Context: an optimization exercise on an open-source flow, tuned for small area and a short achievable clock period. The choices shown serve that exercise and are no tape-out recipe. In this exercise RTL edits were held to simulation tests only and were not proved equivalent to the original. Power and IR drop assume default switching activity.

==> flow/design.v <==
package cpu_pkg;
  localparam logic [5:0] OP_RTYPE = 6'b000000;
  localparam logic [5:0] OP_LW    = 6'b100011;
  localparam logic [5:0] OP_SW    = 6'b101011;
  localparam logic [5:0] OP_BEQ   = 6'b000100;
  localparam logic [5:0] OP_J     = 6'b000010;
  localparam logic [5:0] OP_JAL   = 6'b000011;
  localparam logic [5:0] OP_JR    = 6'b000101;  
  localparam logic [5:0] OP_ADDI  = 6'b001000;
  localparam logic [5:0] FUNCT_ADD = 6'b100000;
  localparam logic [5:0] FUNCT_SUB = 6'b100010;
  localparam logic [5:0] FUNCT_AND = 6'b100100;
  localparam logic [5:0] FUNCT_OR  = 6'b100101;
  localparam logic [5:0] FUNCT_SLT = 6'b101010;
endpackage
`timescale 1ns/100ps
module main_decoder (
  input  logic [5:0] opcode,
  input  logic [5:0] funct,
  input  logic       reset,
  output logic       alu_src,    
  output logic       sub,        
  output logic       sel_sum,    
  output logic       sel_and,
  output logic       sel_or,
  output logic       sel_slt,
  output logic       sel_mem,
  output logic       sel_link,
  output logic       reg_write,
  output logic       reg_dst,    
  output logic       mem_write,
  output logic       branch,
  output logic       jump,
  output logic       jump_reg,
  output logic       halted
);
  logic is_r, is_lw, is_sw, is_beq, is_j, is_jal, is_jr, is_addi;
  assign is_r    = (opcode == cpu_pkg::OP_RTYPE);
  assign is_lw   = (opcode == cpu_pkg::OP_LW);
  assign is_sw   = (opcode == cpu_pkg::OP_SW);
  assign is_beq  = (opcode == cpu_pkg::OP_BEQ);
  assign is_j    = (opcode == cpu_pkg::OP_J);
  assign is_jal  = (opcode == cpu_pkg::OP_JAL);
  assign is_jr   = (opcode == cpu_pkg::OP_JR);
  assign is_addi = (opcode == cpu_pkg::OP_ADDI);
  assign alu_src = opcode[5] | opcode[3];
  assign sub     = ~alu_src & (opcode[2] | funct[1]);
  assign sel_sum  = is_addi | (is_r & ((funct == cpu_pkg::FUNCT_ADD) | (funct == cpu_pkg::FUNCT_SUB)));
  assign sel_and  = is_r & (funct == cpu_pkg::FUNCT_AND);
  assign sel_or   = is_r & (funct == cpu_pkg::FUNCT_OR);
  assign sel_slt  = is_r & (funct == cpu_pkg::FUNCT_SLT);
  assign sel_mem  = is_lw;
  assign sel_link = is_jal;
  assign reg_write = ~reset & (is_r | is_addi | is_lw | is_jal);
  assign reg_dst   = is_r;
  assign mem_write = ~reset & is_sw;
  assign branch    = is_beq;
  assign jump      = is_j | is_jal;
  assign jump_reg  = is_jr;
  assign halted    = ~(is_r | is_lw | is_sw | is_beq | is_j | is_jal | is_jr | is_addi);
endmodule
`timescale 1ns/100ps
module alu (
  input  logic [31:0] a,
  input  logic [31:0] b,
  input  logic        sub,
  output logic [31:0] sum
);
  logic [31:0] bb, p, g, pp, c;
  assign bb = b ^ {32{sub}};
  assign p  = a ^ bb;
  always_comb begin
    g  = a & bb;
    pp = p;
    g[0] = g[0] | (p[0] & sub);    
    for (int l = 1; l < 32; l = l * 2) begin
      for (int i = 0; i < 32; i++) begin
        if ((i / l) % 2 == 1) begin
          g[i]  = g[i] | (pp[i] & g[(i / l) * l - 1]);
          pp[i] = pp[i] & pp[(i / l) * l - 1];
        end
      end
    end
    c = {g[30:0], sub};
  end
  assign sum = p ^ c;
endmodule
`timescale 1ns/100ps
module reg_file (
  input  logic        clk,
  input  logic        reset,
  input  logic        write_en,
  input  logic [4:0]  read_addr1,
  input  logic [4:0]  read_addr2,
  input  logic [4:0]  write_addr,
  input  logic [31:0] write_data,
  output logic [31:0] read_data1,
  output logic [31:0] read_data2
);
  logic [31:1][31:0] regs;
  logic [31:1]       valid;
  logic [31:1]       wsel, rsel1, rsel2;
  always_comb begin
    for (int i = 1; i < 32; i++) begin
      wsel[i]  = write_en & (write_addr == 5'(i));
      rsel1[i] = valid[i] & (read_addr1 == 5'(i));
      rsel2[i] = valid[i] & (read_addr2 == 5'(i));
    end
  end
  always_ff @(posedge clk) begin
    if (reset) valid <= '0;
    else       valid <= valid | wsel;
  end
  for (genvar i = 1; i < 32; i++) begin : g_reg
    always_ff @(posedge clk) begin
      if (wsel[i]) regs[i] <= write_data;
    end
  end
  always_comb begin
    read_data1 = '0;
    read_data2 = '0;
    for (int i = 1; i < 32; i++) begin
      read_data1 = read_data1 | ({32{rsel1[i]}} & regs[i]);
      read_data2 = read_data2 | ({32{rsel2[i]}} & regs[i]);
    end
  end
endmodule
`timescale 1ns/100ps
module pc_unit (
  input  logic        clk,
  input  logic        reset,
  input  logic        hold,
  input  logic        branch_taken,
  input  logic        jump,
  input  logic        jump_reg,
  input  logic [15:0] imm,
  input  logic [25:0] jump_index,
  input  logic [31:0] reg_target,
  output logic [31:0] pc,
  output logic [31:0] pc_plus4
);
  logic [31:0] branch_target, pc_next;
  assign pc_plus4      = pc + 32'd4;
  assign branch_target = pc_plus4 + {{14{imm[15]}}, imm, 2'b00};
  always_comb begin
    if (hold)              pc_next = pc;
    else if (jump_reg)     pc_next = reg_target;
    else if (jump)         pc_next = {pc_plus4[31:28], jump_index, 2'b00};
    else if (branch_taken) pc_next = branch_target;
    else                   pc_next = pc_plus4;
  end
  always_ff @(posedge clk) begin
    if (reset) pc <= '0;
    else       pc <= pc_next;
  end
endmodule
`timescale 1ns/100ps
module datapath (
  input  logic        clk,
  input  logic        reset,
  input  logic [31:0] imem_data,
  input  logic [31:0] dmem_rdata,
  input  logic        alu_src,
  input  logic        sub,
  input  logic        sel_sum,
  input  logic        sel_and,
  input  logic        sel_or,
  input  logic        sel_slt,
  input  logic        sel_mem,
  input  logic        sel_link,
  input  logic        reg_write,
  input  logic        reg_dst,
  input  logic        mem_write,
  input  logic        branch,
  input  logic        jump,
  input  logic        jump_reg,
  input  logic        halted,
  output logic [31:0] imem_addr,
  output logic [31:0] dmem_addr,
  output logic [31:0] dmem_wdata,
  output logic        dmem_we
);
  logic [4:0]  rs, rt, rd, write_addr;
  logic [31:0] imm_ext, rs_data, rt_data, alu_b, sum, write_data, pc_plus4;
  logic        zero;
  assign rs      = imem_data[25:21];
  assign rt      = imem_data[20:16];
  assign rd      = imem_data[15:11];
  assign imm_ext = {{16{imem_data[15]}}, imem_data[15:0]};
  assign write_addr = sel_link ? 5'd31 : (reg_dst ? rd : rt);
  reg_file u_reg_file (
    .clk (clk), .reset (reset), .write_en (reg_write),
    .read_addr1 (rs), .read_addr2 (rt), .write_addr (write_addr),
    .write_data (write_data), .read_data1 (rs_data), .read_data2 (rt_data)
  );
  assign alu_b = alu_src ? imm_ext : rt_data;
  alu u_alu (.a (rs_data), .b (alu_b), .sub (sub), .sum (sum));
  assign zero = (sum == 32'd0);
  assign write_data = ({32{sel_sum}}  & sum)
                    | ({32{sel_and}}  & (rs_data & rt_data))
                    | ({32{sel_or}}   & (rs_data | rt_data))
                    | ({32{sel_mem}}  & dmem_rdata)
                    | ({32{sel_link}} & pc_plus4)
                    | {31'd0, sel_slt & sum[31]};
  pc_unit u_pc_unit (
    .clk (clk), .reset (reset), .hold (halted),
    .branch_taken (branch & zero), .jump (jump), .jump_reg (jump_reg),
    .imm (imem_data[15:0]), .jump_index (imem_data[25:0]), .reg_target (rs_data),
    .pc (imem_addr), .pc_plus4 (pc_plus4)
  );
  assign dmem_addr  = sum;        
  assign dmem_wdata = rt_data;
  assign dmem_we    = mem_write;
endmodule
`timescale 1ns/100ps
module cpu_top (
  input  logic        clk,
  input  logic        reset,
  input  logic [31:0] imem_data,
  input  logic [31:0] dmem_rdata,
  output logic [31:0] imem_addr,
  output logic [31:0] dmem_addr,
  output logic [31:0] dmem_wdata,
  output logic        dmem_we,
  output logic        halted
);
  logic alu_src, sub, sel_sum, sel_and, sel_or, sel_slt, sel_mem, sel_link;
  logic reg_write, reg_dst, mem_write, branch, jump, jump_reg;
  main_decoder u_main_decoder (
    .opcode (imem_data[31:26]), .funct (imem_data[5:0]), .reset (reset),
    .alu_src (alu_src), .sub (sub), .sel_sum (sel_sum), .sel_and (sel_and),
    .sel_or (sel_or), .sel_slt (sel_slt), .sel_mem (sel_mem), .sel_link (sel_link),
    .reg_write (reg_write), .reg_dst (reg_dst), .mem_write (mem_write),
    .branch (branch), .jump (jump), .jump_reg (jump_reg), .halted (halted)
  );
  datapath u_datapath (
    .clk (clk), .reset (reset), .imem_data (imem_data), .dmem_rdata (dmem_rdata),
    .alu_src (alu_src), .sub (sub), .sel_sum (sel_sum), .sel_and (sel_and),
    .sel_or (sel_or), .sel_slt (sel_slt), .sel_mem (sel_mem), .sel_link (sel_link),
    .reg_write (reg_write), .reg_dst (reg_dst), .mem_write (mem_write),
    .branch (branch), .jump (jump), .jump_reg (jump_reg), .halted (halted),
    .imem_addr (imem_addr), .dmem_addr (dmem_addr), .dmem_wdata (dmem_wdata),
    .dmem_we (dmem_we)
  );
endmodule
Settings: LEC_CHECK=0, CAP_MARGIN=20, CORE_MARGIN=2, CORE_UTILIZATION=35, CTS_BUF_LIST=sky130_fd_sc_hd__clkbuf_8 sky130_fd_sc_hd__clkbuf_16, CTS_CLUSTER_DIAMETER=80, CTS_CLUSTER_SIZE=30, PLACE_DENSITY=0.42, SETUP_SLACK_MARGIN=3, SLEW_MARGIN=20, TNS_END_PERCENT=10; clock period 12.0 ns.
standard.sh (not shown) runs the stock make flow with config.mk's settings and CLKGATE_MAP_FILE= SYNTH_SCRIPT=/design/flow/synth_recipe.tcl, a recipe that flattens the netlist after the stock synthesis.
==> flow/flow/run.sh <==
#!/bin/bash
set -euo pipefail
cd "$(dirname "$0")/.."
CTS="-sink_clustering_enable -repair_clock_nets -dont_use_dummy_load"
CTS="$CTS -sink_clustering_size 30 -sink_clustering_max_diameter 80"
CTS="$CTS -buf_list {sky130_fd_sc_hd__clkbuf_8 sky130_fd_sc_hd__clkbuf_16}"
bash standard.sh "CTS_ARGS=$CTS" finish > standard_flow.log 2>&1
Next try:
==> flow/run.sh (new file) <==
#!/bin/bash
# synth_recipe.tcl (not shown) runs the flow's synth.tcl, then flattens the netlist and writes it again
# the make line also repeats each setting of config.mk as NAME=value (left out here)
make -C /OpenROAD-flow-scripts/flow DESIGN_CONFIG=/design/flow/config.mk WORK_HOME=/design/flow/orfs CLKGATE_MAP_FILE= SYNTH_SCRIPT=/design/flow/synth_recipe.tcl finish
- GPL_TIMING_DRIVEN: not set -> 0
- SETUP_SLACK_MARGIN: 3 -> 4
- TNS_END_PERCENT: 10 -> 5
removed: flow/flow/run.sh
removed: flow/standard.sh
What happened: Cell count came out higher by 5.6%. Final area is higher by 11%. Non-clock buffer count climbs by 247. Via count rose by 5.1%. Clock-buffer cell count is higher by 7. Clock power came out higher by 29%. Flip-flop and latch count stays the same. First-iteration DRC count rises by 6.8%. Global-route usage is higher by 4.1 points.
Next try:
- GPL_TIMING_DRIVEN: 0 -> not set
Outcome:
- The new run ran to the end with no violations
- non-clock buffer count shrinks by 191
- hold slack improves by 19 ps
- synthesized area is unchanged
- routed wire length shrinks by 7.9%
- count of clock-buffer cells in the layout shrinks by 4
- critical path depth grows by 1
Next try:
==> flow/flow/run.sh (new file) <==
#!/bin/bash
set -euo pipefail
cd "$(dirname "$0")/.."
CTS="-sink_clustering_enable -repair_clock_nets -dont_use_dummy_load"
CTS="$CTS -sink_clustering_size 30 -sink_clustering_max_diameter 80"
CTS="$CTS -buf_list {sky130_fd_sc_hd__clkbuf_8 sky130_fd_sc_hd__clkbuf_16}"
bash standard.sh "CTS_ARGS=$CTS" finish > standard_flow.log 2>&1
==> flow/standard.sh (new file) <==
#!/bin/bash
# synth_recipe.tcl (not shown) runs the flow's synth.tcl, then flattens the netlist and writes it again
# the make line also repeats each setting of config.mk as NAME=value (left out here)
make -C /OpenROAD-flow-scripts/flow DESIGN_CONFIG=/design/flow/config.mk WORK_HOME=/design/flow/orfs CLKGATE_MAP_FILE= SYNTH_SCRIPT=/design/flow/synth_recipe.tcl "${@:-finish}"
- SETUP_SLACK_MARGIN: 4 -> 3
- TNS_END_PERCENT: 5 -> 20
removed: flow/run.sh
- The new run completed with no timing, DRC or antenna violations
- maximum frequency goes down slightly
- utilization fell by 1.2 points
- setup slack is worse by 53 ps
- final area drops by a few percent
- synthesized cell count is unchanged
- final cell count drops slightly
- power went down by a little under a tenth
- global-route usage is lower by 0.47 points
- die area does not change
- routed wire length decreases slightly
- non-clock buffer count fell by 51

[re-timing with driven ports]
In the flow no input, the clock included, has a driving cell. The finished layouts below were timed again as built, in two steps. Step 1 assumes that a clkbuf_16 drives the clock port and a buf_2 every other input. Step 2 also shifts input and output timing later by t, the mid clock arrival at the registers, as if the neighbouring blocks saw the same clock. Slacks: no drivers / after step 1 / after step 2; pairs: no drivers / after step 1.
run	t (ns)	slack for setup (ns)	hold WS [ns]	worst setup path at the end	latest minus earliest clock arrival (ns)
the first run	0.765	2.466 / 2.404 / 2.173	0.513 / 0.513 / 0.513	input to register	0.110 / 0.110
the second run	0.803	2.126 / 2.091 / 1.903	0.504 / 0.504 / 0.504	input to register	0.053 / 0.053
the third run	0.799	2.516 / 2.327 / 2.250	0.524 / 0.524 / 0.524	input to register	0.064 / 0.064
the fourth run	0.766	2.463 / 2.394 / 2.145	0.511 / 0.511 / 0.511	input to register	0.116 / 0.116
After both steps every run listed still meets setup and hold. The setup slack of the fourth run, which loses most, moves by -0.069 ns with the drivers and by -0.318 ns with both steps.
